Source: an optimization exercise on an open RTL-to-GDS flow (aim: small area and a short achievable clock period). Production flows keep margins and buffers that such runs may drop. In this exercise RTL edits were held to simulation tests only and were not proved equivalent to the original. Power figures rest on the tool's default switching activity, not on a simulated workload.

==> maple: inputs <==
## alu_top
module alu_top (
  input  wire        clk,
  input  wire        rst,
  input  wire        en,
  input  wire [70:0] req,
  output wire [15:0] res,
  output wire [3:0]  flags,
  output wire        done
);
  wire [5:0]  opcode = req[70:65];
  wire [15:0] acc    = req[64:49];
  wire [15:0] x      = req[48:33];
  wire [15:0] y      = req[32:17];
  wire [15:0] imm    = req[16:1];
  wire        ra     = req[0];
  wire [15:0] reg_word, m2, a, b, bx;
  wire        cin;
  wire [15:0] pr, gn, sum, prod, shift_val;
  wire        add_cout, add_ovf, mul_ovf, prod_zero;
  operand_select operand_select_inst (
    .opcode   (opcode),
    .acc      (acc),
    .x        (x),
    .y        (y),
    .imm      (imm),
    .ra       (ra),
    .reg_word (reg_word),
    .m2       (m2),
    .a        (a),
    .b        (b),
    .bx       (bx),
    .cin      (cin)
  );
  arith_unit arith_unit_inst (
    .a         (a),
    .bx        (bx),
    .cin       (cin),
    .reg_word  (reg_word),
    .m2        (m2),
    .pr        (pr),
    .gn        (gn),
    .sum       (sum),
    .add_cout  (add_cout),
    .add_ovf   (add_ovf),
    .prod      (prod),
    .prod_zero (prod_zero),
    .mul_ovf   (mul_ovf)
  );
  bitwise_unit bitwise_unit_inst (
    .opcode    (opcode),
    .a         (a),
    .b         (b),
    .shift_val (shift_val)
  );
  result_register result_register_inst (
    .clk       (clk),
    .rst       (rst),
    .en        (en),
    .opcode    (opcode),
    .pr        (pr),
    .gn        (gn),
    .sum       (sum),
    .add_cout  (add_cout),
    .add_ovf   (add_ovf),
    .prod      (prod),
    .prod_zero (prod_zero),
    .mul_ovf   (mul_ovf),
    .shift_val (shift_val),
    .res       (res),
    .flags     (flags),
    .done      (done)
  );
endmodule
Settings: LEC_CHECK=0, ABC_AREA=1, CAP_MARGIN=20, CORE_MARGIN=2, CORE_UTILIZATION=40, SETUP_SLACK_MARGIN=4.5, SLEW_MARGIN=20; clock period 11.5 ns.
standard.sh (not shown) runs the stock make flow with config.mk's settings and CLKGATE_MAP_FILE= SYNTH_SCRIPT=/design/flow/synth_recipe.tcl, a recipe that flattens the netlist after the stock synthesis.
==> flow/flow/run.sh <==
#!/bin/bash
# The standard layout with two changes: synthesis without full-adder
# extraction (ABC then sees and times the adder and multiplier logic whole),
# and the port buffers made from buf_2 rather than the delay cell
# buffer_ports picks by default.
set -euo pipefail
bash standard.sh ADDER_MAP_FILE= "BUFFER_PORTS_ARGS=-buffer_cell sky130_fd_sc_hd__buf_2" finish > standard.log 2>&1
==> inputs of pepper, as changes to maple <==
==> flow/flow/run.sh (replaced) <==
#!/bin/bash
# The standard layout, with synthesis left to ABC alone: no full-adder
# extraction, so ABC sees (and times) the adder and multiplier logic whole.
set -euo pipefail
bash standard.sh ADDER_MAP_FILE= finish > standard.log 2>&1
- SETUP_SLACK_MARGIN: 4.5 -> unset
==> run summary <==
In final cell count, pepper and maple hardly differ.
Sequential power is about the same in maple and pepper.
Of maple and pepper, pepper has the higher count of clock-buffer cells in the layout (gap 1).
Between pepper and maple, the lower non-clock buffer count is in pepper (gap 2).
Of pepper and maple, pepper has the higher final area (gap 3.7%, measured against maple).
Of maple and pepper, pepper has the higher global-route usage (gap 1.2 points).
In maple the first-iteration DRC count is larger than in pepper, by 19%.
Die area is the same in maple and pepper.
==> figures <==
| metric | pepper | maple |
|---|---|---|
| Reported sequential group power | 80.7 uW | 80.5 uW |
| Sum of buffers and inverters on the critical path | 5 | 3 |
| Switching power total | 884 uW | 886 uW |
| Max_slew headroom | 24.4% | 41.2% |
| M1 WL | 17.1 mm | 16.8 mm |
| Combinational Power | 1.26 mW | 1.25 mW |
| RD Place Congestion | 0.982 | 0.946 |
| M3 GR Usage | 4.45% | 3.15% |
| Capture instance of the worst register-to-register path | result_register_inst.res[14] | result_register_inst.res[15] |
| Total power of the final layout | 1.41 mW | 1.40 mW |
| DR vias/cell | 5.38 | 5.43 |
| Average wire per cell in the routed design | 16.1 um | 15.7 um |
| Multi-In Gates | 1,785 | 1,786 |
| Run status | complete, no violations | complete, no violations |
| Share of cell area taken by flip-flops and latches | 3.64% | 3.77% |
| Path length in cells of the critical path | 28 | 26 |
| Power Dens Cells | 122 nW/um2 | 125 nW/um2 |
| Post-placement setup slack | 4070 ps | 4140 ps |


==> garnet <==
alu_top, a different RTL version from the one above (not shown whole).
Design alu_top, start of the top module:
module alu_top (
  input  wire        clk,
  input  wire        rst,
  input  wire        en,
  input  wire [70:0] req,
  output wire [15:0] res,
  output wire [3:0]  flags,
  output wire        done
);
  wire [5:0]  opcode = req[70:65];
  wire [15:0] acc    = req[64:49];
  wire [15:0] x      = req[48:33];
  wire [15:0] y      = req[32:17];
  wire [15:0] imm    = req[16:1];
  wire        ra     = req[0];
  wire [15:0] reg_word, m2, a, b;
  wire [15:0] sum, prod, logic_val, shift_val;
  wire        add_carry, add_ovf, mul_ovf, prod_zero, sum_zero;
  operand_select operand_select_inst (
    .opcode   (opcode),
    .acc      (acc),
    .x        (x),
    .y        (y),
    .imm      (imm),
    .ra       (ra),
    .reg_word (reg_word),
    .m2       (m2),
    .a        (a),
    .b        (b)
  );
  arith_unit arith_unit_inst (
    .opcode    (opcode),
    .a         (a),
    .b         (b),
    .reg_word  (reg_word),
    .m2        (m2),
    .sum       (sum),
    .add_carry (add_carry),
    .add_ovf   (add_ovf),
    .prod      (prod),
    .prod_zero (prod_zero),
    .sum_zero  (sum_zero),
    .mul_ovf   (mul_ovf)
  );
  bitwise_unit bitwise_unit_inst (
    .opcode    (opcode),
    .a         (a),
    .b         (b),
    .logic_val (logic_val),
    .shift_val (shift_val)
  );
  result_register result_register_inst (
    .clk       (clk),
    .rst       (rst),
    .en        (en),
    .opcode    (opcode),
    .sum       (sum),
    .add_carry (add_carry),
    .add_ovf   (add_ovf),
    .prod      (prod),
    .prod_zero (prod_zero),
    .sum_zero  (sum_zero),
    .mul_ovf   (mul_ovf),
    .logic_val (logic_val),
    .shift_val (shift_val),
    .res       (res),
    .flags     (flags),
    .done      (done)
  );
endmodule
==> flow/config.mk <==
export PLATFORM = sky130hd
export DESIGN_NAME = alu_top
export DESIGN_NICKNAME = alu_top
export VERILOG_FILES = /design/flow/design.v
export SDC_FILE = /design/flow/constraint.sdc
export NUM_CORES = 4
export LEC_CHECK = 0
export ABC_AREA = 1
export CAP_MARGIN = 20
export CORE_MARGIN = 2
export CORE_UTILIZATION = 40
export SLEW_MARGIN = 20
==> flow/constraint.sdc <==
create_clock -name core_clock -period 11.5 [get_ports {clk}]
set_input_delay 2.3000 -clock core_clock [delete_from_list [all_inputs] [get_ports {clk}]]
set_output_delay 2.3000 -clock core_clock [all_outputs]
set_load 0.01 [all_outputs]
run.sh (not shown) runs the stock make flow with config.mk's settings and CLKGATE_MAP_FILE= SYNTH_SCRIPT=/design/flow/synth_recipe.tcl, a recipe that flattens the netlist after the stock synthesis.
Stock flow here: none of the scripts above is used.
==> delta: changes against garnet <==
--- a/flow/design.v
+++ b/flow/design.v
@@ -48,54 +48,28 @@
   input  wire [15:0] m2,
   output wire [15:0] sum,
   output wire        add_carry,
   output wire        add_ovf,
   output wire [15:0] prod,
-  output wire        prod_zero,
-  output wire        sum_zero,
   output wire        mul_ovf
 );
   wire        is_sub = (opcode == 6'd14) | (opcode == 6'd20) | (opcode == 6'd22);
   wire [15:0] bx     = is_sub ? ~b : b;
   wire [16:0] s17    = {1'b0, a} + {1'b0, bx} + {16'd0, is_sub};
   assign sum       = s17[15:0];
   assign add_carry = s17[16] ^ is_sub;   
   assign add_ovf   = (a[15] == bx[15]) & (s17[15] != a[15]);
-  wire [15:0] az = (a ^ bx) ^ {(a[14:0] | bx[14:0]), is_sub};
-  assign sum_zero = ~|az;
   wire [16:0] r0, r1;
-  logic [16:0] p;
+  wire [16:0] p;
   mul_lo17 mul_lo17_inst (
     .a  (reg_word),
     .b  (m2),
     .r0 (r0),
     .r1 (r1)
   );
-  logic [16:0] g0, p0;
-  logic [16:0] gg [0:5];
-  logic [16:0] pg [0:5];
-  always_comb begin
-    g0 = r0 & r1;
-    p0 = r0 ^ r1;
-    gg[0] = g0;
-    pg[0] = p0;
-    for (int l = 0; l < 5; l++) begin
-      gg[l+1] = gg[l];
-      pg[l+1] = pg[l];
-      for (int i = 0; i < 17; i++) begin
-        if (((i >> l) & 1) == 1) begin
-          gg[l+1][i] = gg[l][i] | (pg[l][i] & gg[l][((i >> l) << l) - 1]);
-          pg[l+1][i] = pg[l][i] & pg[l][((i >> l) << l) - 1];
-        end
-      end
-    end
-    p = p0 ^ {gg[5][15:0], 1'b0};
-  end
+  assign p    = r0 + r1;
   assign prod = p[15:0];
-  wire [16:0] zc = p0 ^ {(r0[15:0] | r1[15:0]), 1'b0};
-  assign prod_zero = ~|zc[15:0];
-  wire   lo15_zero = ~|zc[14:0];
   logic [18:0] ta, tb;
   logic        ge15, ge16, ge18;   
   always_comb begin
     ta = '0;
     tb = '0;
@@ -114,11 +88,11 @@
       ge15 = ge15 | (ta[j] & ((j >= 14) ? 1'b1 : tb[15 - j]));
       ge16 = ge16 | (ta[j] & ((j >= 15) ? 1'b1 : tb[16 - j]));
       ge18 = ge18 | (ta[j] & ((j >= 17) ? 1'b1 : tb[18 - j]));
     end
   end
-  wire neg_exact = p[16] & p[15] & lo15_zero & (reg_word[15] ^ m2[15]);
+  wire neg_exact = p[16] & p[15] & ~|p[14:0] & (reg_word[15] ^ m2[15]);
   assign mul_ovf = ~ge18 & (~ge15 | (ge16 ? (p[16] ^ p[15]) : ~neg_exact));
 endmodule
 module mul_lo17 (
   input  wire [15:0] a,
   input  wire [15:0] b,
@@ -956,20 +930,19 @@
   wire right = (opcode == 6'd15) | (opcode == 6'd27);   
   wire lsh   = (opcode == 6'd15) | (opcode == 6'd16);   
   wire big   = |b[15:4];
   wire [15:0] src = right ? {a[14:0], a[15]} : a;
   wire [3:0]  k   = right ? ~b[3:0] : b[3:0];
-  wire [15:0] th = 16'hffff << b[3:0];
   logic [15:0] rot;
   logic [15:0] keep;
   always_comb begin
     rot = src;
     for (int s = 0; s < 4; s++) begin
       if (k[s]) rot = (rot << (1 << s)) | (rot >> (16 - (1 << s)));
     end
     for (int i = 0; i < 16; i++) begin
-      keep[i] = right ? th[15 - i] : th[i];
+      keep[i] = right ? (4'(15 - i) >= b[3:0]) : (4'(i) >= b[3:0]);
     end
   end
   assign shift_val = lsh ? (rot & keep & {16{~big}}) : rot;
 endmodule
 `default_nettype wire
@@ -981,12 +954,10 @@
   input  wire [5:0]  opcode,
   input  wire [15:0] sum,
   input  wire        add_carry,
   input  wire        add_ovf,
   input  wire [15:0] prod,
-  input  wire        prod_zero,
-  input  wire        sum_zero,
   input  wire        mul_ovf,
   input  wire [15:0] logic_val,
   input  wire [15:0] shift_val,
   output logic [15:0] res,
   output logic [3:0]  flags,
@@ -1008,16 +979,14 @@
   end
   wire [15:0] value = ({16{sel_add}}   & sum)       |
                       ({16{sel_mul}}   & prod)      |
                       ({16{sel_logic}} & logic_val) |
                       ({16{sel_shift}} & shift_val);
-  wire [15:0] other = ({16{sel_logic}} & logic_val) | ({16{sel_shift}} & shift_val);
-  wire zero = sel_add ? sum_zero : sel_mul ? prod_zero : ~|other;
   wire hit     = sel_add | sel_mul | sel_logic | sel_shift;
   wire flag_we = en & hit;                    
   wire res_we  = flag_we & (opcode != 6'd20);   
-  wire [3:0] next_flags = {zero, value[15], sel_add & add_carry,
+  wire [3:0] next_flags = {~|value, value[15], sel_add & add_carry,
                            (sel_add & add_ovf) | (sel_mul & mul_ovf)};
   always_ff @(posedge clk) begin
     if (!rst) begin
       res   <= '0;
       flags <= '0;
@@ -1046,11 +1015,11 @@
   wire [15:0] y      = req[32:17];
   wire [15:0] imm    = req[16:1];
   wire        ra     = req[0];
   wire [15:0] reg_word, m2, a, b;
   wire [15:0] sum, prod, logic_val, shift_val;
-  wire        add_carry, add_ovf, mul_ovf, prod_zero, sum_zero;
+  wire        add_carry, add_ovf, mul_ovf;
   operand_select operand_select_inst (
     .opcode   (opcode),
     .acc      (acc),
     .x        (x),
     .y        (y),
@@ -1069,12 +1038,10 @@
     .m2        (m2),
     .sum       (sum),
     .add_carry (add_carry),
     .add_ovf   (add_ovf),
     .prod      (prod),
-    .prod_zero (prod_zero),
-    .sum_zero  (sum_zero),
     .mul_ovf   (mul_ovf)
   );
   bitwise_unit bitwise_unit_inst (
     .opcode    (opcode),
     .a         (a),
@@ -1089,12 +1056,10 @@
     .opcode    (opcode),
     .sum       (sum),
     .add_carry (add_carry),
     .add_ovf   (add_ovf),
     .prod      (prod),
-    .prod_zero (prod_zero),
-    .sum_zero  (sum_zero),
     .mul_ovf   (mul_ovf),
     .logic_val (logic_val),
     .shift_val (shift_val),
     .res       (res),
     .flags     (flags),
ABC_AREA = default   (was 1)
==> raven: changes against garnet <==
SETUP_SLACK_MARGIN = 3   (was default)
==> flow_summary.toml <==
[setup_path]
crit_slowest_cell = "fa_1"

[sta]
fin_crit_sh_pct = 71.3

[routing]
drtPass1Iterations = 5

[synthesis]
synth.avg_cell_area_um2 = 6.28
yosysWarnings = 5

[layout]
inv_count = 330
comb.multi_input.count = 1368
fin_nets = 2129

[power_and_ir_drop]
power_frac_comb_pct = 91.3
clkPwrFrac_pct = 4.2

[cts]
cts_setup_buffers = 1

[placed_design]
placedCellCount = 2207

[global_routing]
grt_use_met1_pct = 37.7

[status]
status = "complete, no violations"
Source of the figures above: raven

==> flow_summary.toml <==
[layout]
comb.multi_input.count = 1239
fin_nets = 1815
inv_count = 159

[power_and_ir_drop]
power_frac_comb_pct = 91.8
clkPwrFrac_pct = 4.0

[placed_design]
placedCellCount = 1902

[synthesis]
yosysWarnings = 3
synth_seq_cells = 21

[die]
die_w_um = 170

[status]
status = "complete, no violations"

[setup_path]
crit_slowest_cell = "a21oi_1"

[global_routing]
grt_use_met1_pct = 40.5

[sta]
finalClockSkew_ns = 0
fin_crit_sh_pct = 95.9
Source of the figures above: delta

==> flow_summary.toml <==
[status]
status = "complete, no violations"

[global_routing]
grt_use_met1_pct = 37.6

[placed_design]
placedCellCount = 2207

[synthesis]
synth.avg_cell_area_um2 = 6.28
yosysWarnings = 5

[routing]
drtPass1Iterations = 6

[power_and_ir_drop]
power_frac_comb_pct = 91.3

[cts]
cts_setup_buffers = 0
Source of the figures above: garnet

[static timing again, ports no longer ideal]
In the flow no input, the clock included, has a driving cell. The finished layouts below were timed again as built, in two steps.
Step 1 sets driving cells, clkbuf_16 on the clock port and buf_2 on the other inputs (assumed; they add their load-dependent delay and slew).
Step 2 also shifts input and output timing later by t, the mid clock arrival at the registers, as if the neighbouring blocks saw the same clock.
Slacks: ideal / step 1 / step 2; pairs: ideal / step 1.
| run | t (ns) | slack for setup (ns) | hold slack, ns |
|---|---|---|---|
| maple | 0.278 | 4.893 / 4.906 / 4.628 | 0.478 / 0.478 / 0.478 |
| pepper | 0.282 | 4.216 / 4.222 / 3.940 | 0.476 / 0.476 / 0.476 |
| garnet | 0.281 | 2.636 / 2.642 / 2.361 | 0.487 / 0.487 / 0.487 |
| delta | 0.279 | 0.469 / 0.473 / 0.194 | 0.482 / 0.482 / 0.482 |
| raven | 0.281 | 3.305 / 3.310 / 3.029 | 0.486 / 0.486 / 0.486 |
After both steps every run listed still meets setup and hold.
